Source: an optimization exercise on an open RTL-to-GDS flow (aim: small area, a short achievable clock period and few clock cycles). Production flows keep margins and buffers that such runs may drop. At most, simulation tests tie the RTL to the original design; equivalence was not proved. Function not checked in run 1: the RTL went through the layout flow alone. No activity file was given, so power comes from the tool's default toggle rates.

[flow/run.sh]
#!/bin/bash
# synth_recipe.tcl (not shown) runs the flow's synth.tcl, then flattens the netlist and writes it again
# the make line also repeats each setting of config.mk as NAME=value (left out here)
make -C /OpenROAD-flow-scripts/flow DESIGN_CONFIG=/design/flow/config.mk WORK_HOME=/design/flow/orfs CLKGATE_MAP_FILE= SYNTH_SCRIPT=/design/flow/synth_recipe.tcl finish
[flow/config.mk]
export PLATFORM = sky130hd
export DESIGN_NAME = cpu_core
export DESIGN_NICKNAME = cpu_core
export VERILOG_FILES = /design/flow/design.v
export SDC_FILE = /design/flow/constraint.sdc
export NUM_CORES = 4
export LEC_CHECK = 0
export CAP_MARGIN = 20
export CORE_MARGIN = 2
export CORE_UTILIZATION = 40
export PLACE_DENSITY = 0.5
export SETUP_SLACK_MARGIN = 5
export SLEW_MARGIN = 20
export SYNTH_HIERARCHICAL = 1
export TNS_END_PERCENT = 10
[flow/constraint.sdc]
create_clock -name core_clock -period 9.0 [get_ports {clock}]
set_input_delay 1.8000 -clock core_clock [delete_from_list [all_inputs] [get_ports {clock}]]
set_output_delay 1.8000 -clock core_clock [all_outputs]
set_load 0.01 [all_outputs]
[flow/design.v]
`timescale 1ns/100ps
package cpu_pkg;
    typedef logic [32-1:0]  word_t;
    typedef logic [5-1:0] reg_idx_t;
    typedef enum logic [4:0] {
        ALU_OP_ADD = 5'b00000,
        ALU_OP_SUB = 5'b00001,
        ALU_OP_AND = 5'b00010,
        ALU_OP_OR  = 5'b00011,
        ALU_OP_SLL = 5'b00100,
        ALU_OP_SRA = 5'b00101
    } alu_op_e;
    typedef enum logic [2:0] {
        BR_NONE,
        BR_J,
        BR_JAL,
        BR_JR,
        BR_BNE,
        BR_BLT
    } branch_e;
    typedef struct packed {
        logic [4:0] alu_op;   
        logic     use_imm;    
        logic     is_load;
        logic     is_store;
        branch_e  branch;
        logic     reg_wr;
        reg_idx_t rd;         
    } ctrl_t;
    typedef struct packed {
        word_t pc;
        word_t instr;
    } fd_t;
    typedef struct packed {
        word_t    pc;
        ctrl_t    ctrl;
        reg_idx_t rs;
        reg_idx_t rt;         
        word_t    a;
        word_t    b;
        word_t    imm;
        logic [4:0] shamt;
        word_t    target;
    } dx_t;
    typedef struct packed {
        word_t pc;
        ctrl_t ctrl;
        word_t o;
        word_t b;
    } xm_t;
    typedef struct packed {
        ctrl_t ctrl;
        word_t o;
        word_t d;
    } mw_t;
    typedef struct packed {
        word_t addr;
        word_t wdata;
        logic  wren;
    } dmem_req_t;
    typedef struct packed {
        logic     we;
        reg_idx_t rd;
        word_t    data;
    } wb_t;
endpackage
`timescale 1ns/100ps
`timescale 1ns/100ps
`timescale 1ns/100ps
`timescale 1ns/100ps
`timescale 1ns/100ps
`timescale 1ns/100ps
module cpu_core(
    input  logic                clock,
    input  logic                reset_i,
    input  logic [31:0]         instr_i,
    input  logic [31:0]         dmem_rdata_i,
    output logic [31:0]         imem_addr_o,
    output logic [31:0]         dmem_addr_o,
    output logic [31:0]         dmem_wdata_o,
    output logic                dmem_wren_o
);
    logic        redir;        
    logic        kill_q;       
    logic [31:0] redir_pc;
    logic [31:0] pc_q;
    logic [31:0] f_pc1;
    logic [31:0] f_tgt_b;
    logic [31:0] f_tgt_j;
    logic [31:0] f_pred_pc;
    logic [31:0] f_alt;
    logic [4:0]  f_op;
    logic        f_isbr;
    logic        f_isj;
    logic        f_back;
    assign f_op    = instr_i[31:27];
    assign f_isbr  = (f_op == 5'b00010) || (f_op == 5'b00110);
    assign f_isj   = (f_op == 5'b00001) || (f_op == 5'b00011);
    assign f_back  = instr_i[16];
    assign f_pc1   = pc_q + 32'd1;
    assign f_tgt_j = {{5{instr_i[26]}}, instr_i[26:0]};
    cpu_add i_tgt (
        .a_i   (pc_q),
        .b_i   ({{15{instr_i[16]}}, instr_i[16:0]}),
        .c_i   (1'b1),
        .sum_o (f_tgt_b)
    );
    always_comb begin
        if (f_isj)                 f_pred_pc = f_tgt_j;
        else if (f_isbr && f_back) f_pred_pc = f_tgt_b;
        else                       f_pred_pc = f_pc1;
    end
    assign f_alt = (f_isbr && !f_back) ? f_tgt_b : f_pc1;
    logic [4:0]  f_src2;
    logic [31:1] f_sel_a;
    logic [31:1] f_sel_b;
    assign f_src2 = (f_op == 5'b00000) ? instr_i[16:12] : instr_i[26:22];
    always_comb begin
        for (int i = 1; i < 32; i++) begin
            f_sel_a[i] = (instr_i[21:17] == 5'(i));
            f_sel_b[i] = (f_src2 == 5'(i));
        end
    end
    logic        fd_v;
    logic [31:0] fd_instr;
    logic [31:0] fd_alt;
    logic [31:1] fd_sel_a;
    logic [31:1] fd_sel_b;
    always_ff @(posedge clock) begin
        if (reset_i) begin
            pc_q <= '0;
            fd_v <= 1'b0;
        end else begin
            pc_q <= redir ? redir_pc : f_pred_pc;
            fd_v <= !redir;
        end
    end
    always_ff @(posedge clock) begin
        fd_instr <= instr_i;
        fd_alt   <= f_alt;
        fd_sel_a <= f_sel_a;
        fd_sel_b <= f_sel_b;
    end
    assign imem_addr_o = pc_q;
    logic        de_regwr;
    logic        de_load;
    logic        de_store;
    logic        de_bne_t;     
    logic        de_bne_n;     
    logic        de_blt_t;
    logic        de_blt_n;
    logic        de_jr;
    logic        de_add;
    logic        de_sub;
    logic        de_and;
    logic        de_or;
    logic        de_sll;
    logic        de_sra;
    logic        de_link;
    logic [4:0]  de_dest;
    logic [4:0]  de_sh;
    logic [31:0] de_a;
    logic [31:0] de_b;
    logic [31:0] de_y;
    logic [31:0] de_alt;
    logic        de_fa_alu;
    logic        de_fa_ld;
    logic        de_fb_alu;
    logic        de_fb_ld;
    logic        de_fy_alu;
    logic        de_fy_ld;
    logic [4:0]  d_op;
    logic [4:0]  d_rd;
    logic [4:0]  d_rs;
    logic [4:0]  d_src2;
    logic [4:0]  d_dest;
    logic [4:0]  d_fn;
    logic        d_v;
    logic        d_isr;
    logic        d_back;
    logic        d_regwr;
    logic        d_add;
    logic        d_sub;
    logic        d_and;
    logic        d_or;
    logic        d_sll;
    logic        d_sra;
    logic        d_link;
    logic        d_useimm;
    logic        d_load;
    logic        d_store;
    logic        d_bne;
    logic        d_blt;
    logic        d_jr;
    logic        d_fa;
    logic        d_fb;
    logic [31:0] d_a;
    logic [31:0] d_b;
    assign d_v    = fd_v;
    assign d_op   = fd_instr[31:27];
    assign d_rd   = fd_instr[26:22];
    assign d_rs   = fd_instr[21:17];
    assign d_fn   = fd_instr[6:2];
    assign d_back = fd_instr[16];
    assign d_isr  = (d_op == 5'b00000);
    assign d_src2 = d_isr ? fd_instr[16:12] : d_rd;    
    assign d_dest = (d_op == 5'b00011) ? 5'd31 : d_rd;
    assign d_regwr  = d_v && (d_isr || d_op == 5'b00101 || d_op == 5'b01000 || d_op == 5'b00011) &&
                      (d_dest != 5'd0);
    assign d_useimm = (d_op == 5'b00101) || (d_op == 5'b01000) || (d_op == 5'b00111);
    assign d_add    = d_useimm || (d_isr && d_fn == 5'b00000);
    assign d_sub    = d_isr && d_fn == 5'b00001;
    assign d_and    = d_isr && d_fn == 5'b00010;
    assign d_or     = d_isr && d_fn == 5'b00011;
    assign d_sll    = d_isr && d_fn == 5'b00100;
    assign d_sra    = d_isr && d_fn == 5'b00101;
    assign d_link   = (d_op == 5'b00011);
    assign d_load   = d_v && d_op == 5'b01000;
    assign d_store  = d_v && d_op == 5'b00111;
    assign d_bne    = d_v && d_op == 5'b00010;
    assign d_blt    = d_v && d_op == 5'b00110;
    assign d_jr     = d_v && d_op == 5'b00100;
    logic [31:0] rf [31:1];
    logic [31:1] rv;
    logic [31:0] d_a_rf;
    logic [31:0] d_b_rf;
    logic [31:0] xm_o;
    logic [31:0] xm_sd;
    logic [4:0]  xm_dest;
    logic        xm_regwr;
    logic        xm_load;
    logic        xm_store;
    logic [31:0] m_wd;
    always_comb begin
        d_a_rf = '0;
        d_b_rf = '0;
        for (int i = 1; i < 32; i++) begin
            d_a_rf = d_a_rf | (rf[i] & {32{fd_sel_a[i] && rv[i]}});
            d_b_rf = d_b_rf | (rf[i] & {32{fd_sel_b[i] && rv[i]}});
        end
    end
    assign d_a = (xm_regwr && xm_dest == d_rs)   ? m_wd : d_a_rf;
    assign d_b = (xm_regwr && xm_dest == d_src2) ? m_wd : d_b_rf;
    assign d_fa = de_regwr && !kill_q && de_dest == d_rs;
    assign d_fb = de_regwr && !kill_q && de_dest == d_src2;
    always_ff @(posedge clock) begin
        if (reset_i) begin
            de_regwr <= 1'b0;
            de_load  <= 1'b0;
            de_store <= 1'b0;
            de_bne_t <= 1'b0;
            de_bne_n <= 1'b0;
            de_blt_t <= 1'b0;
            de_blt_n <= 1'b0;
            de_jr    <= 1'b0;
        end else begin
            de_regwr <= d_regwr;
            de_load  <= d_load;
            de_store <= d_store;
            de_bne_t <= d_bne &&  d_back;
            de_bne_n <= d_bne && !d_back;
            de_blt_t <= d_blt &&  d_back;
            de_blt_n <= d_blt && !d_back;
            de_jr    <= d_jr;
        end
    end
    always_ff @(posedge clock) begin
        de_add    <= d_add;
        de_sub    <= d_sub;
        de_and    <= d_and;
        de_or     <= d_or;
        de_sll    <= d_sll;
        de_sra    <= d_sra;
        de_link   <= d_link;
        de_dest   <= d_dest;
        de_sh     <= fd_instr[11:7];
        de_a      <= d_a;
        de_b      <= d_b;
        de_y      <= (d_useimm ? {{15{fd_instr[16]}}, fd_instr[16:0]} : d_b) ^ {32{d_sub}};
        de_alt    <= fd_alt;
        de_fa_alu <= d_fa && !de_load;
        de_fa_ld  <= d_fa &&  de_load;
        de_fb_alu <= d_fb && !de_load;
        de_fb_ld  <= d_fb &&  de_load;
        de_fy_alu <= d_fb && !de_load && !d_useimm;
        de_fy_ld  <= d_fb &&  de_load && !d_useimm;
    end
    logic [31:0] e_a;
    logic [31:0] e_y;
    logic [31:0] e_c;
    logic [31:0] e_b;
    logic [31:0] e_sum;
    logic [31:0] e_shx;
    logic [31:0] e_shr;
    logic [31:0] e_shl;
    logic [31:0] e_res;
    logic        e_ne;
    logic        e_lt;
    always_comb begin
        if (de_fa_ld)       e_a = dmem_rdata_i;
        else if (de_fa_alu) e_a = xm_o;
        else                e_a = de_a;
    end
    always_comb begin
        if (de_fy_ld)       e_c = dmem_rdata_i;
        else if (de_fy_alu) e_c = xm_o;
        else                e_c = de_y;
    end
    always_comb begin
        if (de_fy_ld)       e_y = dmem_rdata_i ^ {32{de_sub}};
        else if (de_fy_alu) e_y = xm_o ^ {32{de_sub}};
        else                e_y = de_y;
    end
    always_comb begin
        if (de_fb_ld)       e_b = dmem_rdata_i;
        else if (de_fb_alu) e_b = xm_o;
        else                e_b = de_b;
    end
    cpu_add i_add (
        .a_i   (e_a),
        .b_i   (e_y),
        .c_i   (de_sub),
        .sum_o (e_sum)
    );
    always_comb begin
        for (int i = 0; i < 32; i++) begin
            e_shx[i] = de_sll ? e_a[31-i] : e_a[i];
        end
    end
    assign e_shr = $signed({de_sra && e_a[31], e_shx}) >>> de_sh;
    always_comb begin
        for (int i = 0; i < 32; i++) begin
            e_shl[i] = e_shr[31-i];
        end
    end
    always_comb begin
        e_res = '0;
        if (de_add || de_sub) e_res = e_res | e_sum;
        if (de_and)           e_res = e_res | (e_a & e_c);
        if (de_or)            e_res = e_res | (e_a | e_c);
        if (de_sll)           e_res = e_res | e_shl;
        if (de_sra)           e_res = e_res | e_shr;
        if (de_link)          e_res = e_res | de_alt;
    end
    cpu_lt i_lt (
        .a_i  (e_c),
        .b_i  (e_a),
        .lt_o (e_lt)
    );
    assign e_ne = (e_a != e_c);
    assign redir    = !kill_q &&
                      ((de_bne_t && !e_ne) || (de_bne_n && e_ne) ||
                       (de_blt_t && !e_lt) || (de_blt_n && e_lt) || de_jr);
    assign redir_pc = de_jr ? e_c : de_alt;
    always_ff @(posedge clock) begin
        if (reset_i) begin
            kill_q   <= 1'b0;
            xm_regwr <= 1'b0;
            xm_load  <= 1'b0;
            xm_store <= 1'b0;
        end else begin
            kill_q   <= redir;
            xm_regwr <= de_regwr && !kill_q;
            xm_load  <= de_load && !kill_q;
            xm_store <= de_store && !kill_q;
        end
    end
    always_ff @(posedge clock) begin
        xm_o    <= e_res;
        xm_sd   <= e_b;
        xm_dest <= de_dest;
    end
    assign dmem_addr_o  = xm_o;
    assign dmem_wdata_o = xm_sd;
    assign dmem_wren_o  = xm_store;
    assign m_wd = xm_load ? dmem_rdata_i : xm_o;
    always_ff @(posedge clock) begin
        if (reset_i) begin
            rv <= '0;
        end else if (xm_regwr) begin
            rv[xm_dest] <= 1'b1;
        end
    end
    always_ff @(posedge clock) begin
        if (xm_regwr) begin
            rf[xm_dest] <= m_wd;
        end
    end
endmodule
module cpu_add(
    input  logic [31:0] a_i,
    input  logic [31:0] b_i,
    input  logic        c_i,
    output logic [31:0] sum_o
);
    logic [31:0] p0;
    logic [31:0] g [6];
    logic [31:0] p [6];
    logic [31:0] c;
    assign p0   = a_i ^ b_i;
    assign g[0] = a_i & b_i;
    assign p[0] = p0;
    for (genvar l = 0; l < 5; l++) begin : g_lvl
        for (genvar i = 0; i < 32; i++) begin : g_bit
            if (i >= (1 << l)) begin : g_join
                cpu_pg_cell i_cell (
                    .gh_i (g[l][i]),
                    .ph_i (p[l][i]),
                    .gl_i (g[l][i - (1 << l)]),
                    .pl_i (p[l][i - (1 << l)]),
                    .g_o  (g[l+1][i]),
                    .p_o  (p[l+1][i])
                );
            end else begin : g_pass
                assign g[l+1][i] = g[l][i];
                assign p[l+1][i] = p[l][i];
            end
        end
    end
    assign c[0] = c_i;
    for (genvar i = 1; i < 32; i++) begin : g_carry
        assign c[i] = g[5][i-1] | (p[5][i-1] & c_i);
    end
    assign sum_o = p0 ^ c;
endmodule
module cpu_pg_cell(
    input  logic gh_i,
    input  logic ph_i,
    input  logic gl_i,
    input  logic pl_i,
    output logic g_o,
    output logic p_o
);
    assign g_o = gh_i | (ph_i & gl_i);
    assign p_o = ph_i & pl_i;
endmodule
module cpu_lt(
    input  logic [31:0] a_i,
    input  logic [31:0] b_i,
    output logic        lt_o
);
    logic [31:0] x;
    logic [31:0] y;
    logic [31:0] g [6];
    logic [31:0] p [6];
    assign x = {~a_i[31], a_i[30:0]};
    assign y = ~{~b_i[31], b_i[30:0]};
    assign g[0] = x & y;
    assign p[0] = x | y;
    for (genvar l = 0; l < 5; l++) begin : g_lvl
        for (genvar i = 0; i < (32 >> (l + 1)); i++) begin : g_node
            cpu_pg_cell i_cell (
                .gh_i (g[l][2*i+1]),
                .ph_i (p[l][2*i+1]),
                .gl_i (g[l][2*i]),
                .pl_i (p[l][2*i]),
                .g_o  (g[l+1][i]),
                .p_o  (p[l+1][i])
            );
        end
        for (genvar i = (32 >> (l + 1)); i < 32; i++) begin : g_fill
            assign g[l+1][i] = 1'b0;
            assign p[l+1][i] = 1'b0;
        end
    end
    assign lt_o = !(g[5][0] | p[5][0]);
endmodule
==> impl_results.rst, run 1 <==
.. list-table::
   :header-rows: 1

   * - Metric
     - Value
   * - Outcome
     - no timing/DRC/antenna violations
   * - Highest Clock Rate
     - 233.5 MHz
   * - Leak Pwr
     - 29.21 nW
   * - Quantity of hold-fixing buffers added after cts
     - 0
   * - Largest net degree at the start of global routing
     - 70
   * - Number of design-rule violations left by the first detailed-router iteration
     - 11.98k
   * - Fraction of registers with async set/reset
     - 0%
   * - Wire length after detailed routing
     - 388000 microns
   * - Post-route non-filler standard cell count
     - 8562
   * - Pins Over Slew Limit
     - 0
   * - Primary flip-flop cell chosen by synthesis mapping
     - sky130_fd_sc_hd__edfxtp_1
   * - Vias in the first global route
     - 57.15k
   * - Port-buffer cells
     - 162
   * - Final critical delay including setup and external delays
     - 4.283 ns
   * - Number of enable flip-flop cells after synthesis
     - 992
   * - Floorplan die height
     - 421.4 microns
   * - Register containing the most flip-flops in the final layout
     - rf
   * - Worst-Skew Late Latency
     - 0.86 ns
   * - Switching Power
     - 3.391 mW
   * - Number of buffers and inverters on the critical path
     - 0
   * - Most common cell in the synthesized netlist
     - sky130_fd_sc_hd__edfxtp_1
   * - Setup clock skew after layout
     - 0.06825 ns
   * - Remaining Overflow, GRT
     - 0
   * - Largest stage delay on the critical path
     - 0.91 ns
   * - Area growth syn-to-layout
     - 16.23%
   * - Critical path endpoint category
     - flip-flop
   * - Fraction of power spent switching nets
     - 23.63%
   * - Total negative slack for setup checks
     - 0 ns
   * - Worst Hold Path EP
     - de_alt[20]$_DFF_P_
   * - Synthesized instance count
     - 6003
   * - Mean Syn Cell Area
     - 11.61 sq um
   * - Min-Delay Path Class
     - reg2reg
   * - # placed instances
     - 8196
   * - TritonCTS clock tree
     - yes
   * - RSZ-0062 raised after global routing
     - true
   * - # setup viols final
     - 0
   * - Actual slew at the worst max-slew pin
     - 1.292 ns
   * - Die area
     - 0.1776 sq mm
   * - Mean routed wirelength per cell
     - 45.31 microns
   * - Clock-pin slew of the registers on the worst-case setup and hold paths
     - 0.07 ns
   * - Largest register FFs
     - 992
   * - Power density normalized to cell area
     - 177.2 mW/mm^2
   * - Combinational Power Share
     - 4.6%
   * - Maximum buffer depth of the clock tree
     - 3
   * - Origin of the worst setup path
     - de_sh[0]$_DFF_P_
   * - Via Count
     - 61.20k
   * - Post-Route Utilization
     - 46.70%
   * - Number of warnings issued by yosys
     - 17
   * - Arrival time reported for the critical path endpoint
     - 4.99 ns
   * - Worst max-slew margin expressed relative to the limit
     - 13.69%
   * - Top-level I/O count
     - 163
   * - Critical path depth
     - 8
   * - Depth of the worst register-to-register path
     - 8
   * - Worst voltage drop across the vdd grid
     - 204.0 uV
   * - Worst setup timing slack at the placement stage
     - 2.761 ns
   * - Count of cells along the worst hold path
     - 0
   * - Int Pwr
     - 10.96 mW
   * - CP max-delay cell
     - sky130_fd_sc_hd__and2_1
   * - Clock network fraction of design power
     - 46.5%
   * - Starting density of the core
     - 40.18%
   * - Deepest level of the CTS H-tree
     - 4
   * - Dominant cells by area after synthesis
     - sky130_fd_sc_hd__edfxtp_1, sky130_fd_sc_hd__dfxtp_1, sky130_fd_sc_hd__a22oi_1
   * - TritonCTS sink count
     - 1414
   * - Final Hold Viols
     - 0
   * - Root buffer cell
     - sky130_fd_sc_hd__clkbuf_16
   * - Number of placement rows
     - 153
   * - Beginning of the worst register-to-register path
     - de_sh[0]$_DFF_P_
   * - Most numerous cell types in the synthesized netlist
     - sky130_fd_sc_hd__edfxtp_1, sky130_fd_sc_hd__a22oi_1, sky130_fd_sc_hd__dfxtp_1
   * - Fraction of the yosys area taken by sequential cells
     - 54.86%
   * - Die boundary width
     - 421.4 microns
   * - Number of distinct library cells after synthesis
     - 84
   * - Top-area cell type share of the netlist area
     - 42.74%
   * - Required @ worst endpoint
     - 9.71 ns
   * - Max-cap check violation count
     - 0
   * - Min-delay src
     - fd_alt[20]$_DFF_P_
   * - Final critical-path share of the clock period
     - 47.59%
   * - Final GP Congestion
     - 1.039
   * - Tot GR Track Use
     - 42.05%
   * - Worst Path Class, Setup
     - reg2reg
   * - Half-perimeter wire length after placement
     - 236400 microns
   * - Summed instance area of the synthesized netlist
     - 0.06969 sq mm
   * - Worst Slack Setup Final
     - 4.717 ns
   * - Critical path startpoint category
     - flip-flop
   * - First-pass iteration count of the detailed router
     - 8
   * - FF-to-FF End
     - xm_o[6]$_DFF_P_
   * - Global-route wire length before repair
     - 510500 microns
   * - Synth area leader
     - sky130_fd_sc_hd__edfxtp_1
   * - Post-route DRC
     - 0
   * - CTS buffer count
     - 155
   * - Nets@finish
     - 6285
   * - Share of cells above drive strength 1
     - 15.48%
   * - Post-synthesis register bit count
     - 1414
   * - Average via count per standard cell
     - 7.147
   * - Critical path cell sequence
     - and2_1 > o211ai_1 > nand4_1 > o21ai_0 > o22a_1 > a32o_1 > a31oi_1 > a221o_1
   * - Standard cell core area
     - 0.1734 sq mm
   * - Minimum setup slack among reg-to-reg paths
     - 4.72 ns
   * - Critical path peak fanout
     - 16
   * - Antenna violations before repair
     - 39
   * - Gate family responsible for the most delay along the worst path
     - compound AO/OA/AOI/OAI gates
   * - Fraction of power consumed by sequential logic
     - 48.9%
   * - Routed Antenna Nets
     - 0
[what timing repair did]
action,CTS,global route
setup buffers,27,21
gates cloned,2,0
gates resized for setup,226,100
setup endpoints to repair,103,94
pin swaps,14,19
[cells by family after synthesis]
family	after synthesis	synth area share, %
flip-flops	1414	54.86
other	1	0.005381
XOR/XNOR	215	2.702
adder cells (fa/ha/maj)	141	2.553
buffers and inverters	541	3.020
AND/OR/NAND/NOR	1428	11.00
multiplexers	262	4.596
AO/OA/AOI/OAI	2001	21.26
[layout by cell type (no fill, tap or decap), types with 122 or more instances in the layout]
cell / instances
sky130_fd_sc_hd__clkbuf_16: 158
sky130_fd_sc_hd__edfxtp_1: 992
sky130_fd_sc_hd__nor2_1: 246
sky130_fd_sc_hd__dfxtp_1: 405
sky130_fd_sc_hd__nand2_1: 187
sky130_fd_sc_hd__xnor2_1: 149
sky130_fd_sc_hd__nand3_1: 158
sky130_fd_sc_hd__a21o_1: 279
sky130_fd_sc_hd__buf_4: 178
sky130_fd_sc_hd__and2_1: 284
sky130_fd_sc_hd__a22oi_1: 440
sky130_fd_sc_hd__a21oi_1: 233
sky130_fd_sc_hd__a221oi_1: 243
sky130_fd_sc_hd__clkdlybuf4s50_1: 122
sky130_fd_sc_hd__a22o_1: 242
[area by class of cell]
class	count	area, sq um
fill	15850	92440
clock buffer	190	4203
clock inverter	99	1084
sequential	1414	38270
multi-input combinational	4053	30860
tap	2325	2909
antenna	27	67.56
timing repair buffer	359	3242
inverter	95	369.1
[worst max path at each step]
stage	to	slack (ns)
floorplan	pc_q[10]$_SDFF_PP0_	4.86
global placement	pc_q[29]$_SDFF_PP0_	2.75
detailed placement	pc_q[29]$_SDFF_PP0_	2.76
CTS	xm_o[25]$_DFF_P_	4.81
global route	xm_o[6]$_DFF_P_	4.87
finish	xm_o[6]$_DFF_P_	4.72
[power groups by stage]
stage	Clock [mW]	Combinational, mW	Sequential [mW]
detailed placement	0	0.622	7.15
floorplan	0	0.354	7.11
global placement	0	0.628	7.15
global route	6.96	0.688	7.01
finish	6.68	0.661	7.01
CTS	6.69	0.634	7.01
[modules after synthesis, one instance, submodules excluded]
module | area, sq um | cells inside | times used | flops+latches
cpu_pg_cell | 13.76 | 2 | 279 | 0
cpu_core | 63620 | 5186 | 1 | 1414
cpu_lt | 484.2 | 65 | 1 | 0
cpu_add | 875.8 | 97 | 2 | 0
[metal layers]
layer  routed length, microns  track usage (%)
met5                      146                0
met4                    34240            29.50
met3                    47720            12.56
met2                   165400            62.69
met1                   140500            52.18
[through the flow]
stage                     total power [mW]  hold slack, ns  area [sq um]
after floorplan                      7.462          0.3096         70300
after global placement               7.777          0.3111         74490
after detailed placement             7.770          0.3121         74550
after CTS                            14.34          0.3217         80580
after global routing                 14.65          0.3284         80960
final                                14.35          0.3167         81000
==> inputs of run 2 (changes only) <==
--- a/flow/design.v
+++ b/flow/design.v
@@ -111,14 +111,12 @@
         else                       f_pred_pc = f_pc1;
     end
     assign f_alt = (f_isbr && !f_back) ? f_tgt_b : f_pc1;
-    logic [4:0]  f_src2;
     logic [31:1] f_sel_a;
     logic [31:1] f_sel_b;
-    assign f_src2 = (f_op == 5'b00000) ? instr_i[16:12] : instr_i[26:22];
     always_comb begin
         for (int i = 1; i < 32; i++) begin
             f_sel_a[i] = (instr_i[21:17] == 5'(i));
-            f_sel_b[i] = (f_src2 == 5'(i));
+            f_sel_b[i] = (f_op == 5'b00000) ? (instr_i[16:12] == 5'(i)) : (instr_i[26:22] == 5'(i));
         end
     end
     logic        fd_v;
@@ -152,6 +150,7 @@
     logic        de_jr;
     logic        de_add;
     logic        de_sub;
+    logic        de_issum;     
     logic        de_and;
     logic        de_or;
     logic        de_sll;
@@ -163,12 +162,18 @@
     logic [31:0] de_b;
     logic [31:0] de_y;
     logic [31:0] de_alt;
-    logic        de_fa_alu;
     logic        de_fa_ld;
-    logic        de_fb_alu;
+    logic        de_fa_sum;
+    logic        de_fa_oth;
+    logic        de_fa_no;
     logic        de_fb_ld;
-    logic        de_fy_alu;
+    logic        de_fb_sum;
+    logic        de_fb_oth;
+    logic        de_fb_no;
     logic        de_fy_ld;
+    logic        de_fy_sum;
+    logic        de_fy_oth;
+    logic        de_fy_no;
     logic [4:0]  d_op;
     logic [4:0]  d_rd;
     logic [4:0]  d_rs;
@@ -224,7 +229,9 @@
     logic [31:1] rv;
     logic [31:0] d_a_rf;
     logic [31:0] d_b_rf;
-    logic [31:0] xm_o;
+    logic [31:0] xm_sum;
+    logic [31:0] xm_oth;
+    logic        xm_issum;
     logic [31:0] xm_sd;
     logic [4:0]  xm_dest;
     logic        xm_regwr;
@@ -264,6 +271,7 @@
             de_jr    <= d_jr;
         end
     end
+    assign de_issum = de_add || de_sub;
     always_ff @(posedge clock) begin
         de_add    <= d_add;
         de_sub    <= d_sub;
@@ -278,12 +286,18 @@
         de_b      <= d_b;
         de_y      <= (d_useimm ? {{15{fd_instr[16]}}, fd_instr[16:0]} : d_b) ^ {32{d_sub}};
         de_alt    <= fd_alt;
-        de_fa_alu <= d_fa && !de_load;
-        de_fa_ld  <= d_fa &&  de_load;
-        de_fb_alu <= d_fb && !de_load;
-        de_fb_ld  <= d_fb &&  de_load;
-        de_fy_alu <= d_fb && !de_load && !d_useimm;
-        de_fy_ld  <= d_fb &&  de_load && !d_useimm;
+        de_fa_ld  <= d_fa && de_load;
+        de_fa_sum <= d_fa && !de_load && de_issum;
+        de_fa_oth <= d_fa && !de_load && !de_issum;
+        de_fa_no  <= !d_fa;
+        de_fb_ld  <= d_fb && de_load;
+        de_fb_sum <= d_fb && !de_load && de_issum;
+        de_fb_oth <= d_fb && !de_load && !de_issum;
+        de_fb_no  <= !d_fb;
+        de_fy_ld  <= d_fb && !d_useimm && de_load;
+        de_fy_sum <= d_fb && !d_useimm && !de_load && de_issum;
+        de_fy_oth <= d_fb && !d_useimm && !de_load && !de_issum;
+        de_fy_no  <= !(d_fb && !d_useimm);
     end
     logic [31:0] e_a;
     logic [31:0] e_y;
@@ -293,29 +307,19 @@
     logic [31:0] e_shx;
     logic [31:0] e_shr;
     logic [31:0] e_shl;
-    logic [31:0] e_res;
+    logic [31:0] e_oth;
     logic        e_ne;
     logic        e_lt;
-    always_comb begin
-        if (de_fa_ld)       e_a = dmem_rdata_i;
-        else if (de_fa_alu) e_a = xm_o;
-        else                e_a = de_a;
-    end
-    always_comb begin
-        if (de_fy_ld)       e_c = dmem_rdata_i;
-        else if (de_fy_alu) e_c = xm_o;
-        else                e_c = de_y;
-    end
-    always_comb begin
-        if (de_fy_ld)       e_y = dmem_rdata_i ^ {32{de_sub}};
-        else if (de_fy_alu) e_y = xm_o ^ {32{de_sub}};
-        else                e_y = de_y;
-    end
-    always_comb begin
-        if (de_fb_ld)       e_b = dmem_rdata_i;
-        else if (de_fb_alu) e_b = xm_o;
-        else                e_b = de_b;
-    end
+    assign e_a = ({32{de_fa_ld}}  & dmem_rdata_i) | ({32{de_fa_sum}} & xm_sum) |
+                 ({32{de_fa_oth}} & xm_oth)       | ({32{de_fa_no}}  & de_a);
+    assign e_c = ({32{de_fy_ld}}  & dmem_rdata_i) | ({32{de_fy_sum}} & xm_sum) |
+                 ({32{de_fy_oth}} & xm_oth)       | ({32{de_fy_no}}  & de_y);
+    assign e_y = ({32{de_fy_ld}}  & (dmem_rdata_i ^ {32{de_sub}})) |
+                 ({32{de_fy_sum}} & (xm_sum ^ {32{de_sub}})) |
+                 ({32{de_fy_oth}} & (xm_oth ^ {32{de_sub}})) |
+                 ({32{de_fy_no}}  & de_y);
+    assign e_b = ({32{de_fb_ld}}  & dmem_rdata_i) | ({32{de_fb_sum}} & xm_sum) |
+                 ({32{de_fb_oth}} & xm_oth)       | ({32{de_fb_no}}  & de_b);
     cpu_add i_add (
         .a_i   (e_a),
         .b_i   (e_y),
@@ -334,13 +338,12 @@
         end
     end
     always_comb begin
-        e_res = '0;
-        if (de_add || de_sub) e_res = e_res | e_sum;
-        if (de_and)           e_res = e_res | (e_a & e_c);
-        if (de_or)            e_res = e_res | (e_a | e_c);
-        if (de_sll)           e_res = e_res | e_shl;
-        if (de_sra)           e_res = e_res | e_shr;
-        if (de_link)          e_res = e_res | de_alt;
+        e_oth = '0;
+        if (de_and)           e_oth = e_oth | (e_a & e_c);
+        if (de_or)            e_oth = e_oth | (e_a | e_c);
+        if (de_sll)           e_oth = e_oth | e_shl;
+        if (de_sra)           e_oth = e_oth | e_shr;
+        if (de_link)          e_oth = e_oth | de_alt;
     end
     cpu_lt i_lt (
         .a_i  (e_c),
@@ -366,14 +369,16 @@
         end
     end
     always_ff @(posedge clock) begin
-        xm_o    <= e_res;
-        xm_sd   <= e_b;
+        xm_sum   <= e_sum;
+        xm_oth   <= e_oth;
+        xm_issum <= de_issum;
+        xm_sd    <= e_b;
         xm_dest <= de_dest;
     end
-    assign dmem_addr_o  = xm_o;
+    assign dmem_addr_o  = xm_sum;
     assign dmem_wdata_o = xm_sd;
     assign dmem_wren_o  = xm_store;
-    assign m_wd = xm_load ? dmem_rdata_i : xm_o;
+    assign m_wd = xm_load ? dmem_rdata_i : (xm_issum ? xm_sum : xm_oth);
     always_ff @(posedge clock) begin
         if (reset_i) begin
             rv <= '0;
==> flow/flow/run.sh (new file) <==
#!/bin/bash
set -euo pipefail
cd "$(dirname "${BASH_SOURCE[0]}")/.."
bash standard.sh SETUP_SLACK_MARGIN=5.7 finish > standard.log 2>&1
==> flow/standard.sh (new file) <==
#!/bin/bash
# synth_recipe.tcl (not shown) runs the flow's synth.tcl, then flattens the netlist and writes it again
# the make line also repeats each setting of config.mk as NAME=value (left out here)
make -C /OpenROAD-flow-scripts/flow DESIGN_CONFIG=/design/flow/config.mk WORK_HOME=/design/flow/orfs CLKGATE_MAP_FILE= SYNTH_SCRIPT=/design/flow/synth_recipe.tcl "${@:-finish}"
--- a/flow/config.mk
+++ b/flow/config.mk
@@ -8,8 +8,9 @@
 export CAP_MARGIN = 20
 export CORE_MARGIN = 2
 export CORE_UTILIZATION = 40
-export PLACE_DENSITY = 0.5
-export SETUP_SLACK_MARGIN = 5
+export CTS_BUF_LIST = sky130_fd_sc_hd__clkbuf_8
+export CTS_CLUSTER_SIZE = 20
+export PLACE_DENSITY = 0.55
 export SLEW_MARGIN = 20
 export SYNTH_HIERARCHICAL = 1
 export TNS_END_PERCENT = 10
removed: flow/run.sh
==> run 2 against run 1 <==
Count of clock-buffer cells in the layout grew 76; total power shrank 4.2%; flip-flop and latch count grew 39; via count grew 3.1%; final area grew 0.47%; critical path depth shrank 1; clock skew grew 0.022 ns; global-route usage shrank 2.3 points; setup slack gained 0.51 ns; sequential share of layout area grew 0.93 points; first-iteration DRC count grew 4.7%; combinational power grew 3.8%.
==> impl_results.rst, run 2 <==
.. list-table::
   :header-rows: 1

   * - Metric
     - Value
   * - Outcome
     - no timing/DRC/antenna violations
   * - Floorplan die height
     - 421.4 microns (about the same)
   * - Required @ worst endpoint
     - 9.78 ns (+0.07 ns)
   * - Placed Instance Area
     - 0.07435 sq mm (-0.26%)
   * - Worst max-slew margin expressed relative to the limit
     - 15.25% (+1.6 points)
   * - Arrival time reported for the critical path endpoint
     - 4.55 ns (-0.44 ns)
   * - TritonCTS clock tree
     - yes
   * - FF-to-FF End
     - de_a[12]$_DFF_P_
   * - Synthesized instance count
     - 6139 (+2.3%)
   * - Area growth syn-to-layout
     - 16.80%
   * - Half-perimeter wire length after placement
     - 222000 microns (-6.1%)
   * - Worst voltage drop across the vdd grid
     - 155.1 uV (-24%)
   * - Number of placement rows
     - 153 (unchanged)
   * - Mean Syn Cell Area
     - 11.35 sq um (-2.2%)
   * - Maximum buffer depth of the clock tree
     - 3 (unchanged)
   * - # setup viols final
     - 0 (unchanged)
   * - Max-cap check violation count
     - 0 (unchanged)
   * - Critical path cell sequence
     - xor2_1 > nor4_1 > nand3_4 > buf_4 > nand4_1 > nor3_1 > a31oi_1
   * - Top-level I/O count
     - 163 (unchanged)
   * - Min-delay src
     - fd_alt[8]$_DFF_P_
   * - Count of cells along the worst hold path
     - 0 (unchanged)
   * - Global-route wire length before repair
     - 491900 microns (-3.7%)
   * - Number of distinct library cells after synthesis
     - 80 (-4.8%)
   * - Commonest cells after routing, fill and taps aside
     - sky130_fd_sc_hd__edfxtp_1, sky130_fd_sc_hd__a22oi_1, sky130_fd_sc_hd__dfxtp_1
   * - Synth area leader
     - sky130_fd_sc_hd__edfxtp_1
   * - Final critical delay including setup and external delays
     - 3.776 ns (-0.5071 ns)
   * - Dominant cells by area after synthesis
     - sky130_fd_sc_hd__edfxtp_1, sky130_fd_sc_hd__dfxtp_1, sky130_fd_sc_hd__a22oi_1
   * - First-pass iteration count of the detailed router
     - 14 (+6)
   * - Remaining Overflow, GRT
     - 0 (unchanged)
   * - Post-synthesis register bit count
     - 1453 (+2.8%)
   * - RSZ-0062 raised after global routing
     - true
   * - Total negative slack for setup checks
     - 0 ns (unchanged)
   * - Fraction of power consumed by sequential logic
     - 52.3% (+3.4 points)
   * - Critical path startpoint category
     - flip-flop
   * - Summed instance area of the synthesized netlist
     - 0.06967 sq mm (about the same)
   * - Final GP Congestion
     - 1.040 (about the same)
   * - Final Hold Viols
     - 0 (unchanged)
   * - Int Pwr
     - 10.35 mW (-5.6%)
   * - CP max-delay cell
     - sky130_fd_sc_hd__a31oi_1
   * - Actual slew at the worst max-slew pin
     - 1.265 ns (-0.02629 ns)
   * - Switching Power
     - 3.401 mW (+0.29%)
   * - Starting density of the core
     - 40.17% (about the same)
   * - Mean routed wirelength per cell
     - 40.94 microns (-9.7%)
   * - Die area
     - 0.1775 sq mm (about the same)
   * - Post-route DRC
     - 0 (unchanged)
   * - Average via count per standard cell
     - 7.039 (-1.5%)
   * - Routed Antenna Nets
     - 0 (unchanged)
   * - Critical path endpoint category
     - flip-flop
   * - Power density normalized to cell area
     - 169.0 mW/mm^2 (-4.6%)
   * - Tot GR Track Use
     - 39.72% (-2.3 points)
   * - Standard cell core area
     - 0.1734 sq mm (unchanged)
   * - Deepest level of the CTS H-tree
     - 4 (unchanged)
   * - Depth of the worst register-to-register path
     - 7 (-1)
   * - Final std cell area, no fill
     - 0.08138 sq mm (+0.47%)
   * - Setup clock skew after layout
     - 0.09063 ns (+0.02237 ns)
   * - Number of warnings issued by yosys
     - 17 (unchanged)
   * - Commonest non-fill, non-tap cell in the layout
     - sky130_fd_sc_hd__edfxtp_1
   * - Most common cell in the synthesized netlist
     - sky130_fd_sc_hd__edfxtp_1
   * - Top-area cell type share of the netlist area
     - 42.75% (about the same)
   * - Die boundary width
     - 421.4 microns (about the same)
   * - Root buffer cell
     - sky130_fd_sc_hd__clkbuf_8
   * - Beginning of the worst register-to-register path
     - xm_dest[4]$_DFF_P_
   * - Most numerous cell types in the synthesized netlist
     - sky130_fd_sc_hd__edfxtp_1, sky130_fd_sc_hd__a22oi_1, sky130_fd_sc_hd__dfxtp_1
   * - Quantity of hold-fixing buffers added after cts
     - 0 (unchanged)
   * - Final critical-path share of the clock period
     - 41.95% (-5.6 points)
   * - Clock-pin slew of the registers on the worst-case setup and hold paths
     - 0.08 ns (about the same)
   * - Leak Pwr
     - 31.71 nW (+8.5%)
   * - Worst Hold Path EP
     - de_alt[8]$_DFF_P_
   * - CTS buffer count
     - 235 (+52%)
   * - Port-buffer cells
     - 162 (unchanged)
   * - Worst Slack Setup Final
     - 5.224 ns (+0.5071 ns)
   * - Combinational Power Share
     - 5.0% (+0.4 points)
   * - Worst Path Class, Setup
     - reg2reg
   * - Primary flip-flop cell chosen by synthesis mapping
     - sky130_fd_sc_hd__edfxtp_1
   * - Min-Delay Path Class
     - reg2reg
   * - Worst setup timing slack at the placement stage
     - 2.414 ns (-0.3467 ns)
   * - Vias in the first global route
     - 59.09k (+3.4%)
   * - Pins Over Slew Limit
     - 0 (unchanged)
   * - Register containing the most flip-flops in the final layout
     - rf
   * - Antenna violations before repair
     - 30 (-23%)
   * - Number of buffers and inverters on the critical path
     - 1 (+1)
   * - Largest stage delay on the critical path
     - 0.93 ns (+0.02 ns)
   * - Fraction of the yosys area taken by sequential cells
     - 56.00% (+1.1 points)
   * - Share of cells above drive strength 1
     - 17.81% (+2.3 points)
   * - Minimum setup slack among reg-to-reg paths
     - 5.22 ns (+0.51 ns)
   * - Number of enable flip-flop cells after synthesis
     - 992 (unchanged)
   * - TritonCTS sink count
     - 1453 (+2.8%)
   * - Gate family responsible for the most delay along the worst path
     - simple AND/OR/NAND/NOR gates
   * - Highest Clock Rate
     - 264.8 MHz (+13%)
   * - Worst-Skew Late Latency
     - 1.03 ns (+0.17 ns)
   * - Min Hold Slack
     - 0.3185 ns (+0.001764 ns)
   * - Critical path peak fanout
     - 24 (+8)
   * - Fraction of registers with async set/reset
     - 0% (unchanged)
   * - Number of design-rule violations left by the first detailed-router iteration
     - 12.54k (+4.7%)
   * - Via Count
     - 63.07k (+3.1%)
   * - Fraction of power spent switching nets
     - 24.74% (+1.1 points)
   * - Clock network fraction of design power
     - 42.7% (-3.8 points)
   * - Nets@finish
     - 6633 (+5.5%)
   * - Wire length after detailed routing
     - 366800 microns (-5.5%)
   * - Largest net degree at the start of global routing
     - 69 (-1.4%)
   * - Largest register FFs
     - 992 (unchanged)
==> run 2: cell types whose count changed in the layout (fill, tap and decap cells not counted), moves of 73 or more <==
cell	delta
sky130_fd_sc_hd__inv_1	+115
sky130_fd_sc_hd__clkbuf_16	-158
sky130_fd_sc_hd__clkdlybuf4s50_1	-91
sky130_fd_sc_hd__nand2_1	+157
sky130_fd_sc_hd__buf_4	+124
sky130_fd_sc_hd__dlygate4sd2_1	+91
sky130_fd_sc_hd__a22oi_1	+73
sky130_fd_sc_hd__clkbuf_8	+251
==> run 2: per-stage QoR <==
stage	power (mW)	cells	utilization (%)
final	13.75	8960	46.92
after global routing	14.07	8952	46.91
after CTS	13.71	8920	46.54
after detailed placement	7.942	8357	42.87
after global placement	7.943	8356	42.86
after floorplan	7.649	6142	-
==> run 2: power by group through the flow <==
stage,Sequential (mW),Clock [mW],Combinational (mW)
finish,7.19,5.88,0.686
global route,7.19,6.17,0.717
CTS,7.18,5.88,0.643
detailed placement,7.33,0,0.611
global placement,7.33,0,0.612
floorplan,7.30,0,0.353
==> run 2: how the worst max path moves through the flow <==
stage	startpoint	end	slack, ns	depth (start not counted)
after floorplan	dmem_rdata_i[31]	pc_q[0]$_SDFF_PP0_	4.91	15
after global placement	dmem_rdata_i[1]	pc_q[22]$_SDFF_PP0_	2.38	11
after detailed placement	dmem_rdata_i[1]	pc_q[22]$_SDFF_PP0_	2.41	11
after CTS	xm_sd[8]$_DFF_P_	dmem_wdata_o[8]	5.32	1
after global routing	de_sub$_DFF_P_	xm_sum[31]$_DFF_P_	5.24	12
final	xm_dest[4]$_DFF_P_	de_a[12]$_DFF_P_	5.22	7
==> run 2: what timing repair did <==
| action | 4_1_cts | 5_1_grt |
|---|---|---|
| buffers inserted | 127 | 23 |
| resized for setup | 458 | 119 |
| pin swaps | 65 | 51 |
| setup endpoints to repair | 291 | 316 |
| cloned | 3 | 0 |
==> run 2: cells by family after synthesis <==
kind of cell / Yosys count / synth area share, %
xor+xnor: 150 / 1.886
other cells: 1 / 0.005382
mux: 138 / 2.421
simple gates: 1707 / 12.69
buf+inv: 562 / 3.130
compound gates: 1985 / 21.28
fa+ha+maj: 143 / 2.590
flops: 1453 / 56.00
==> run 2: Yosys stat by module, one instance, submodules excluded <==
module / cells / flops+latches
cpu_add: 97 / 0
cpu_core: 5322 / 1453
cpu_pg_cell: 2 / 0
cpu_lt: 65 / 0
==> run 2: cell type report <==
class	instances	area, sq um
Clock inverter	167	1092
Timing Repair Buffer	481	3930
Tap cell	2325	2909
Fill cell	15970	92060
Clock buffer	266	3661
Antenna cell	15	37.54
Sequential cell	1453	39210
Multi-Input combinational cell	4129	30060
Inverter	124	486.7
==> run 2: per-layer routing <==
| layer | track usage [%] | up-vias | part of all wire, % |
|---|---|---|---|
| met5 | 0.1344 | - | 0.052 |
| met4 | 26.34 | 24 | 8.6 |
| met3 | 14.58 | 1739 | 14 |
| met2 | 59.44 | 5944 | 42 |
| met1 | 47.89 | 30800 | 35 |
| li1 | - | 24570 | - |
Testbench counts of run 2, summed over its fixed seeds: cycles 45,237.
==> inputs of run 3 (changes only) <==
==> flow/run.sh (new file) <==
#!/bin/bash
# synth_recipe.tcl (not shown) runs the flow's synth.tcl, then flattens the netlist and writes it again
# the make line also repeats each setting of config.mk as NAME=value (left out here)
make -C /OpenROAD-flow-scripts/flow DESIGN_CONFIG=/design/flow/config.mk WORK_HOME=/design/flow/orfs CLKGATE_MAP_FILE= SYNTH_SCRIPT=/design/flow/synth_recipe.tcl finish
--- a/flow/config.mk
+++ b/flow/config.mk
@@ -11,6 +11,7 @@
 export CTS_BUF_LIST = sky130_fd_sc_hd__clkbuf_8
 export CTS_CLUSTER_SIZE = 20
 export PLACE_DENSITY = 0.55
+export SETUP_SLACK_MARGIN = 5
 export SLEW_MARGIN = 20
 export SYNTH_HIERARCHICAL = 1
 export TNS_END_PERCENT = 10
removed: flow/flow/run.sh
removed: flow/standard.sh
==> run 3 against run 2 <==
Utilization down 0.69 points; global-route usage is 0.26 points lower; final area shrank 1.5%; die area did not move; sequential power barely moved; still clean on timing, DRC and antenna; synthesized cell count stayed put; clock power barely moved; sequential share of layout area increased by 0.53 points; combinational power down 4.4%; count of clock-buffer cells in the layout unchanged; maximum frequency down 7.5%; area after synthesis did not move; largest power group unchanged.
==> impl_results.rst, run 3 <==
.. list-table::
   :header-rows: 1

   * - Metric
     - Value
   * - Vias in the first global route
     - 58.65k (-0.76%)
   * - Required @ worst endpoint
     - 7.20 ns (-2.58 ns)
   * - Synthesized instance count
     - 6139 (unchanged)
   * - Largest stage delay on the critical path
     - 0.65 ns (-0.28 ns)
   * - Fraction of the yosys area taken by sequential cells
     - 56.00% (unchanged)
   * - Power density normalized to cell area
     - 171.2 mW/mm^2 (+1.3%)
   * - Critical path peak fanout
     - 6 (-75%)
   * - Arrival time reported for the critical path endpoint
     - 2.28 ns (-2.27 ns)
   * - Maximum buffer depth of the clock tree
     - 3 (unchanged)
   * - Setup clock skew after layout
     - 0.09138 ns (+0.0007561 ns)
   * - Number of enable flip-flop cells after synthesis
     - 992 (unchanged)
   * - Largest register FFs
     - 992 (unchanged)
   * - Top-area cell type share of the netlist area
     - 42.75% (unchanged)
   * - Critical path startpoint category
     - flip-flop
   * - TritonCTS clock tree
     - yes
   * - Root buffer cell
     - sky130_fd_sc_hd__clkbuf_8
   * - Actual slew at the worst max-slew pin
     - 1.297 ns (+0.03209 ns)
   * - CTS buffer count
     - 235 (unchanged)
   * - Highest Clock Rate
     - 244.9 MHz (-7.5%)
   * - Average via count per standard cell
     - 7.002 (-0.52%)
   * - Dominant cells by area after synthesis
     - sky130_fd_sc_hd__edfxtp_1, sky130_fd_sc_hd__dfxtp_1, sky130_fd_sc_hd__a22oi_1
   * - Post-Route Utilization
     - 46.23% (-0.69 points)
   * - Most numerous cell types in the synthesized netlist
     - sky130_fd_sc_hd__edfxtp_1, sky130_fd_sc_hd__a22oi_1, sky130_fd_sc_hd__dfxtp_1
   * - Clock-pin slew of the registers on the worst-case setup and hold paths
     - 0.07 ns (about the same)
   * - Commonest non-fill, non-tap cell in the layout
     - sky130_fd_sc_hd__edfxtp_1
   * - Total power consumption of the routed design
     - 13.72 mW (-0.18%)
   * - TritonCTS sink count
     - 1453 (unchanged)
   * - Share of cells above drive strength 1
     - 13.83% (-4.0 points)
   * - Remaining Overflow, GRT
     - 0 (unchanged)
   * - Final GP Congestion
     - 1.040 (unchanged)
   * - First-pass iteration count of the detailed router
     - 10 (-4)
   * - Register containing the most flip-flops in the final layout
     - rf
   * - Quantity of hold-fixing buffers added after cts
     - 0 (unchanged)
   * - Max-cap check violation count
     - 0 (unchanged)
   * - Summed instance area of the synthesized netlist
     - 0.06967 sq mm (unchanged)
   * - Top-level I/O count
     - 163 (unchanged)
   * - Deepest level of the CTS H-tree
     - 4 (unchanged)
   * - Worst-Skew Late Latency
     - 1.04 ns (about the same)
   * - Global-route wire length before repair
     - 488300 microns (-0.73%)
   * - Half-perimeter wire length after placement
     - 222000 microns (unchanged)
   * - Number of buffers and inverters on the critical path
     - 1 (unchanged)
   * - Post-synthesis register bit count
     - 1453 (unchanged)
   * - Antenna violations before repair
     - 30 (unchanged)
   * - CP max-delay cell
     - sky130_fd_sc_hd__dfxtp_1
   * - Critical path endpoint category
     - primary output
   * - Primary flip-flop cell chosen by synthesis mapping
     - sky130_fd_sc_hd__edfxtp_1
   * - Nets@finish
     - 6569 (-0.96%)
   * - Port-buffer cells
     - 162 (unchanged)
   * - Worst voltage drop across the vdd grid
     - 151.6 uV (-2.3%)
   * - Mean routed wirelength per cell
     - 40.94 microns (about the same)
   * - Floorplan die height
     - 421.4 microns (unchanged)
   * - Die boundary width
     - 421.4 microns (unchanged)
   * - Largest net degree at the start of global routing
     - 69 (unchanged)
   * - Gate family responsible for the most delay along the worst path
     - flip-flops
   * - Final critical-path share of the clock period
     - 45.36% (+3.4 points)
   * - Worst Path Class, Setup
     - reg2out
   * - Wire length after detailed routing
     - 364300 microns (-0.69%)
   * - Number of design-rule violations left by the first detailed-router iteration
     - 12.67k (+1.0%)
   * - Standard cell core area
     - 0.1734 sq mm (unchanged)
   * - Post-route DRC
     - 0 (unchanged)
   * - Tot GR Track Use
     - 39.46% (-0.26 points)
   * - Commonest cells after routing, fill and taps aside
     - sky130_fd_sc_hd__edfxtp_1, sky130_fd_sc_hd__a22oi_1, sky130_fd_sc_hd__dfxtp_1
   * - Synth area leader
     - sky130_fd_sc_hd__edfxtp_1
   * - Worst max-slew margin expressed relative to the limit
     - 13.10% (-2.1 points)
   * - Starting density of the core
     - 40.17% (unchanged)
   * - Min-Delay Path Class
     - reg2reg
   * - Number of distinct library cells after synthesis
     - 80 (unchanged)
   * - Mean Syn Cell Area
     - 11.35 sq um (unchanged)
   * - # setup viols final
     - 0 (unchanged)
   * - Leak Pwr
     - 30.89 nW (-2.6%)
   * - Final Hold Viols
     - 0 (unchanged)
   * - Min Hold Slack
     - 0.3158 ns (-0.002698 ns)
   * - Routed Antenna Nets
     - 0 (unchanged)
   * - Die area
     - 0.1775 sq mm (unchanged)
   * - Critical path cell sequence
     - clkdlybuf4s50_1
   * - Fillcell total
     - 16.04k (+0.47%)
   * - Number of placement rows
     - 153 (unchanged)
   * - Final critical delay including setup and external delays
     - 4.083 ns (+0.3066 ns)
   * - Fraction of registers with async set/reset
     - 0% (unchanged)
   * - Number of warnings issued by yosys
     - 17 (unchanged)
   * - Total negative slack for setup checks
     - 0 ns (unchanged)
   * - RSZ-0062 raised after global routing
     - true
   * - Outcome
     - no timing/DRC/antenna violations
   * - Most common cell in the synthesized netlist
     - sky130_fd_sc_hd__edfxtp_1
   * - Via Count
     - 62.31k (-1.2%)
   * - Pins Over Slew Limit
     - 0 (unchanged)
   * - Area growth syn-to-layout
     - 15.09%
## run 3: changes by cell type in the layout (fill, tap and decap cells not counted), sizes merged, moves of 3 or more
cell and change:
clkbuf -10, dlymetal6s2s +4, clkdlybuf4s15 -3, dlygate4sd2 -71
clkdlybuf4s50 +99, buf -82
## run 3: final cells by class
type                    count  area [sq um]  share of cell area (%)
clock buffers             266          3661                   4.566
diodes                     17         42.54                 0.05305
inverters                 124         469.2                  0.5851
well taps                2325          2909                   3.628
flip-flops and latches   1453         39050                   48.70
repair buffers            417          3562                   4.442
clock inverters           167          1092                   1.362
multi-input cells        4129         29400                   36.66
## run 3: path summary, 6_finish.rpt
kind | end | startpoint | slack [ns] | cells after the start
max | dmem_addr_o[1] | xm_sum[1]$_DFF_P_ | 4.92 | 1
min | de_alt[8]$_DFF_P_ | fd_alt[8]$_DFF_P_ | 0.32 | 0
max reg2reg | pc_q[22]$_SDFF_PP0_ | de_fy_sum$_DFF_P_ | 5.02 | 17
min reg2reg | de_alt[8]$_DFF_P_ | fd_alt[8]$_DFF_P_ | 0.32 | 0
## run 3: layer usage
metal	GRT usage, %	up-vias	wire length, microns
met5	0.1344	-	207
li1	-	24440	-
met2	58.91	5935	155100
met3	14.45	1629	51860
met4	26.19	22	29920
met1	47.71	30290	127200
## run 3: per-module statistics from Yosys (local to each module, per instance)
module	cell area, sq um	cells inside
cpu_lt	484.2	65
cpu_pg_cell	13.76	2
cpu_core	63600	5322
cpu_add	875.8	97
## run 3: stage by stage
stage | setup WS, ns | area [sq um] | cells
6_report | 4.917 | 80190 | 8898
5_1_grt | 4.893 | 80160 | 8888
4_1_cts | 4.876 | 79890 | 8868
3_5_place_dp | 2.414 | 74350 | 8357
3_3_place_gp | 2.378 | 74330 | 8356
2_1_floorplan | 4.908 | 69780 | 6142
## run 3: repair_timing
action | 4_1_cts | 5_1_grt
pin swaps | 32 | 9
setup endpoints to repair | 122 | 115
gates cloned | 2 | 0
resized for setup | 96 | 31
buffers inserted | 76 | 11
## run 3: logic make-up (layout without fill, tap and decap cells)
family,Yosys count,count (layout),share of synthesized area [%]
AO/OA/AOI/OAI,1985,1987,21.28
AND/OR/NAND/NOR,1707,1707,12.69
XOR/XNOR,150,150,1.886
other,1,21,0.005382
adder cells (fa/ha/maj),143,143,2.590
flip-flops,1453,1453,56.00
multiplexers,138,138,2.421
buffers and inverters,562,974,3.130
## run 3: report_power, final
group	switching [mW]	total, mW	internal, mW
Clock	2.89	5.88	2.98
Combinational	0.420	0.656	0.236
Sequential	0.0743	7.19	7.12
==> inputs of run 4 (changes only) <==
==> flow/flow/run.sh (new file) <==
#!/bin/bash
set -euo pipefail
cd "$(dirname "${BASH_SOURCE[0]}")/.."
bash standard.sh SETUP_SLACK_MARGIN=5.7 \
    "BUFFER_PORTS_ARGS=-buffer_cell sky130_fd_sc_hd__buf_4" \
    finish > standard.log 2>&1
==> flow/standard.sh (new file) <==
#!/bin/bash
# synth_recipe.tcl (not shown) runs the flow's synth.tcl, then flattens the netlist and writes it again
# the make line also repeats each setting of config.mk as NAME=value (left out here)
make -C /OpenROAD-flow-scripts/flow DESIGN_CONFIG=/design/flow/config.mk WORK_HOME=/design/flow/orfs CLKGATE_MAP_FILE= SYNTH_SCRIPT=/design/flow/synth_recipe.tcl "${@:-finish}"
--- a/flow/config.mk
+++ b/flow/config.mk
@@ -11,7 +11,6 @@
 export CTS_BUF_LIST = sky130_fd_sc_hd__clkbuf_8
 export CTS_CLUSTER_SIZE = 20
 export PLACE_DENSITY = 0.55
-export SETUP_SLACK_MARGIN = 5
 export SLEW_MARGIN = 20
 export SYNTH_HIERARCHICAL = 1
 export TNS_END_PERCENT = 10
removed: flow/run.sh
==> run 4 against run 3 <==
Still clean; total power is 1.5% higher; clock power up 3%; worst hold slack gained 0.0078 ns; final area grew 0.11%; synthesized cell count did not move; setup slack better by 0.28 ns; critical path depth grew 9; sequential power about the same; register-to-register slack improved by 0.17 ns; flip-flop and latch count unchanged; clock skew fell by 0.0089 ns; global-route usage grew 0.56 points; critical path type is now reg2reg; largest cell class unchanged.
==> impl_results.rst, run 4 <==
.. list-table::
   :header-rows: 1

   * - Metric
     - Value
   * - Standard cell core area
     - 0.1734 sq mm (unchanged)
   * - Fillcell total
     - 16.04k (-0.019%)
   * - Min-Delay Path Class
     - reg2reg
   * - Max-cap check violation count
     - 0 (unchanged)
   * - Switching Power
     - 3.401 mW (+0.40%)
   * - Worst voltage drop across the vdd grid
     - 136.9 uV (-9.7%)
   * - Tot GR Track Use
     - 40.02% (+0.56 points)
   * - Min-delay src
     - fd_alt[2]$_DFF_P_
   * - Quantity of hold-fixing buffers added after cts
     - 0 (unchanged)
   * - Fraction of registers with async set/reset
     - 0% (unchanged)
   * - Power density normalized to cell area
     - 173.6 mW/mm^2 (+1.4%)
   * - Multi-input gate area
     - 0.02968 sq mm (+0.96%)
   * - Pins Over Slew Limit
     - 0 (unchanged)
   * - TritonCTS sink count
     - 1453 (unchanged)
   * - Worst Path Class, Setup
     - reg2reg
   * - Most numerous cell types in the synthesized netlist
     - sky130_fd_sc_hd__edfxtp_1, sky130_fd_sc_hd__a22oi_1, sky130_fd_sc_hd__dfxtp_1
   * - Depth of the worst register-to-register path
     - 10 (-7)
   * - Deepest level of the CTS H-tree
     - 4 (unchanged)
   * - Mean routed wirelength per cell
     - 41.60 microns (+1.6%)
   * - Share of cells above drive strength 1
     - 16.92% (+3.1 points)
   * - Number of design-rule violations left by the first detailed-router iteration
     - 11.94k (-5.8%)
   * - Mean Syn Cell Area
     - 11.35 sq um (unchanged)
   * - Critical path peak fanout
     - 49 (+43)
   * - Vias in the first global route
     - 58.94k (+0.49%)
   * - FF-to-FF End
     - xm_oth[27]$_DFF_P_
   * - Top-area cell type share of the netlist area
     - 42.75% (unchanged)
   * - Antenna violations before repair
     - 28 (-6.7%)
   * - Synthesized instance count
     - 6139 (unchanged)
   * - Dominant cells by area after synthesis
     - sky130_fd_sc_hd__edfxtp_1, sky130_fd_sc_hd__dfxtp_1, sky130_fd_sc_hd__a22oi_1
   * - Maximum buffer depth of the clock tree
     - 3 (unchanged)
   * - TritonCTS clock tree
     - yes
   * - Floorplan die height
     - 421.4 microns (unchanged)
   * - Minimum setup slack among reg-to-reg paths
     - 5.19 ns (+0.17 ns)
   * - Combinational Power Share
     - 4.9% (about the same)
   * - Top-level I/O count
     - 163 (unchanged)
   * - Commonest non-fill, non-tap cell in the layout
     - sky130_fd_sc_hd__edfxtp_1
   * - Synth area leader
     - sky130_fd_sc_hd__edfxtp_1
   * - Critical path endpoint category
     - flip-flop
   * - Via Count
     - 62.81k (+0.81%)
   * - Number of warnings issued by yosys
     - 17 (unchanged)
   * - Actual slew at the worst max-slew pin
     - 1.194 ns (-0.1036 ns)
   * - Setup clock skew after layout
     - 0.08247 ns (-0.008916 ns)
   * - Total power consumption of the routed design
     - 13.93 mW (+1.5%)
   * - Post-Route Utilization
     - 46.28% (+0.050 points)
   * - Port-buffer cells
     - 162 (unchanged)
   * - Critical path startpoint category
     - flip-flop
   * - Number of enable flip-flop cells after synthesis
     - 992 (unchanged)
   * - Starting density of the core
     - 40.17% (unchanged)
   * - Final Hold Viols
     - 0 (unchanged)
   * - Outcome
     - no timing/DRC/antenna violations
   * - Worst Hold Path EP
     - de_alt[2]$_DFF_P_
   * - Final critical delay including setup and external delays
     - 3.806 ns (-0.2767 ns)
   * - CTS buffer count
     - 233 (-0.85%)
   * - Number of placement rows
     - 153 (unchanged)
   * - Sequential standard cell area
     - 0.03905 sq mm (unchanged)
   * - Routed Antenna Nets
     - 0 (unchanged)
   * - Largest register FFs
     - 992 (unchanged)
   * - Fraction of power spent switching nets
     - 24.41% (-0.28 points)
   * - Worst-Skew Late Latency
     - 1.02 ns (-0.02 ns)
   * - Fraction of the yosys area taken by sequential cells
     - 56.00% (unchanged)
   * - Worst setup timing slack at the placement stage
     - 2.990 ns (+0.5756 ns)
   * - Half-perimeter wire length after placement
     - 224000 microns (+0.88%)
   * - Average via count per standard cell
     - 7.065 (+0.89%)
   * - Root buffer cell
     - sky130_fd_sc_hd__clkbuf_8
   * - Register containing the most flip-flops in the final layout
     - rf
   * - Summed instance area of the synthesized netlist
     - 0.06967 sq mm (unchanged)
   * - Most common cell in the synthesized netlist
     - sky130_fd_sc_hd__edfxtp_1
   * - Post-synthesis register bit count
     - 1453 (unchanged)
   * - Required @ worst endpoint
     - 9.70 ns (+2.50 ns)
   * - Leak Pwr
     - 31.08 nW (+0.62%)
   * - Die area
     - 0.1775 sq mm (unchanged)
   * - Number of distinct library cells after synthesis
     - 80 (unchanged)
   * - Area growth syn-to-layout
     - 15.21%
   * - Clock-pin slew of the registers on the worst-case setup and hold paths
     - 0.07 ns (about the same)
   * - # setup viols final
     - 0 (unchanged)
   * - Commonest cells after routing, fill and taps aside
     - sky130_fd_sc_hd__edfxtp_1, sky130_fd_sc_hd__a22oi_1, sky130_fd_sc_hd__dfxtp_1
   * - Count of cells along the worst hold path
     - 0 (unchanged)
   * - Wire length after detailed routing
     - 369900 microns (+1.5%)
   * - Highest Clock Rate
     - 262.8 MHz (+7.3%)
   * - Primary flip-flop cell chosen by synthesis mapping
     - sky130_fd_sc_hd__edfxtp_1
   * - Int Pwr
     - 10.53 mW (+1.9%)
   * - Beginning of the worst register-to-register path
     - de_sll$_DFF_P_
   * - Largest net degree at the start of global routing
     - 66 (-4.3%)
   * - Worst Slack Setup Final
     - 5.194 ns (+0.2767 ns)
   * - RSZ-0062 raised after global routing
     - true
   * - Nets@finish
     - 6556 (-0.20%)
   * - Final GP Congestion
     - 1.045 (+0.49%)
   * - Total negative slack for setup checks
     - 0 ns (unchanged)
   * - Die boundary width
     - 421.4 microns (unchanged)
   * - Post-route DRC
     - 0 (unchanged)
   * - Final critical-path share of the clock period
     - 42.29% (-3.1 points)
   * - Global-route wire length before repair
     - 494700 microns (+1.3%)
   * - Fraction of power consumed by sequential logic
     - 51.6% (-0.8 points)
   * - Clock network fraction of design power
     - 43.6% (+0.8 points)
   * - First-pass iteration count of the detailed router
     - 11 (+1)
   * - Remaining Overflow, GRT
     - 0 (unchanged)
   * - Arrival time reported for the critical path endpoint
     - 4.51 ns (+2.23 ns)
   * - Worst max-slew margin expressed relative to the limit
     - 19.80% (+6.7 points)
[run 4: cell count changes in the layout (fill, tap and decap cells not counted), sizes merged, moves of 2 or more]
cell           before  now
buf               256  407
dlygate4sd2        25    0
inv               193  181
a21o              283  281
bufinv              9   19
clkinvlp            4   10
clkbuf            266  254
clkinv             85   98
clkdlybuf4s50     130    0
dlymetal6s2s        5    0
[run 4: logic make-up (layout without fill, tap and decap cells)]
family / Yosys count / count (layout) / synth area share, %
AOI/OAI and AO/OA: 1985 / 1985 / 21.28
DFF: 1453 / 1453 / 56.00
buffers and inverters: 562 / 969 / 3.130
other: 1 / 20 / 0.005382
adders and majority gates: 143 / 143 / 2.590
and+or+nand+nor: 1707 / 1708 / 12.69
muxes: 138 / 138 / 2.421
xor gates and xnor gates: 150 / 150 / 1.886
[run 4: what timing repair did]
| action | CTS | global route |
|---|---|---|
| pin swaps | 37 | 26 |
| buffers inserted | 46 | 26 |
| gates resized for setup | 125 | 41 |
| endpoints found under the setup margin | 221 | 260 |
| gates cloned | 2 | 1 |
[run 4: layout make-up]
cell class | count | share of cell area, %
flip-flops and latches | 1453 | 48.65
repair buffers | 407 | 3.973
clock buffers | 254 | 4.355
well taps | 2325 | 3.624
inverters | 124 | 0.6094
diodes | 16 | 0.04988
clock inverters | 184 | 1.766
multi-input cells | 4128 | 36.97
[run 4: worst max path at each step]
stage                      from  slack [ns]                   to
2_1_floorplan  dmem_rdata_i[31]        4.91   pc_q[0]$_SDFF_PP0_
3_3_place_gp   dmem_rdata_i[24]        2.99  pc_q[20]$_SDFF_PP0_
3_5_place_dp   dmem_rdata_i[24]        2.99  pc_q[28]$_SDFF_PP0_
4_1_cts        dmem_rdata_i[12]        5.32   xm_oth[19]$_DFF_P_
5_1_grt         dmem_rdata_i[1]        5.23  pc_q[23]$_SDFF_PP0_
6_report         de_sll$_DFF_P_        5.19   xm_oth[27]$_DFF_P_
[run 4: per-stage QoR]
step / hold WS, ns / instance area (sq um) / cells
final: 0.3235 / 80270 / 8891
after global routing: 0.3301 / 80240 / 8878
after CTS: 0.3228 / 79780 / 8846
after detailed placement: 0.3121 / 73970 / 8360
after global placement: 0.3120 / 73970 / 8360
after floorplan: 0.3096 / 69780 / 6142
[run 4: per-layer routing]
layer  track usage, %  routed length (microns)  vias to the layer above
met5                0                      299                        -
met4            27.09                    32150                       20
met3            12.98                    50510                     1720
met2            60.15                   158000                     5959
met1            48.94                   128900                    30690
li1                 -                        -                    24420
[run 4: modules after synthesis (local to each module, per instance)]
module	cells	area (sq um)	flip-flops and latches	times used
cpu_add	97	875.8	0	2
cpu_core	5322	63600	1453	1
cpu_lt	65	484.2	0	1
cpu_pg_cell	2	13.76	0	279
[run 4: critical path, stage by stage, from the launching register on]
cell and delay [ns]:
sky130_fd_sc_hd__dfxtp_2 0.32, sky130_fd_sc_hd__buf_6 0.42, sky130_fd_sc_hd__nor2b_2 0.35, sky130_fd_sc_hd__buf_4 0.29
sky130_fd_sc_hd__nand3_1 0.23, sky130_fd_sc_hd__nand4_1 0.35, sky130_fd_sc_hd__mux2i_1 0.14, sky130_fd_sc_hd__o21ai_0 0.58
sky130_fd_sc_hd__nand2_1 0.22, sky130_fd_sc_hd__a21oi_1 0.20, sky130_fd_sc_hd__o211ai_1 0.37
[run 4: power groups by stage]
stage               logic [mW]  registers [mW]  clock network [mW]
finish                   0.678            7.19                6.07
global route             0.711            7.19                6.38
CTS                      0.649            7.18                6.09
detailed placement       0.602            7.33                   0
global placement         0.604            7.33                   0
floorplan                0.353            7.30                   0

## separate check: timing with driven ports
The flow's constraints put no driver on any port. The routed layouts listed below were extracted and timed again, unchanged, in two steps. Step 1, drivers: a clkbuf_16 drives clock and a buf_2 each remaining input, both assumed. Step 2 also shifts input and output timing later by t, the mid clock arrival at the registers, as if the neighbouring blocks saw the same clock. a / b / c = ideal ports / drivers / drivers and shift; a / b = the first two.
run | shift t [ns] | setup slack, ns | hold WS [ns] | worst slew at a driven data input, ns | cell pins on the clock port's net
run 1 | 0.918 | 4.717 / 4.717 / 3.981 | 0.317 / 0.317 / 0.317 | 0.21 | 1
run 2 | 1.077 | 5.224 / 5.224 / 4.189 | 0.318 / 0.318 / 0.318 | 0.17 | 1
run 3 | 1.074 | 4.917 / 4.836 / 3.828 | 0.316 / 0.316 / 0.316 | 0.17 | 1
run 4 | 1.069 | 5.194 / 5.171 / 4.102 | 0.324 / 0.324 / 0.324 | 0.13 | 1
After both steps every run listed still meets setup and hold. For run 4, which loses most, drivers alone change the setup slack by -0.023 ns; drivers and shift together by -1.092 ns.
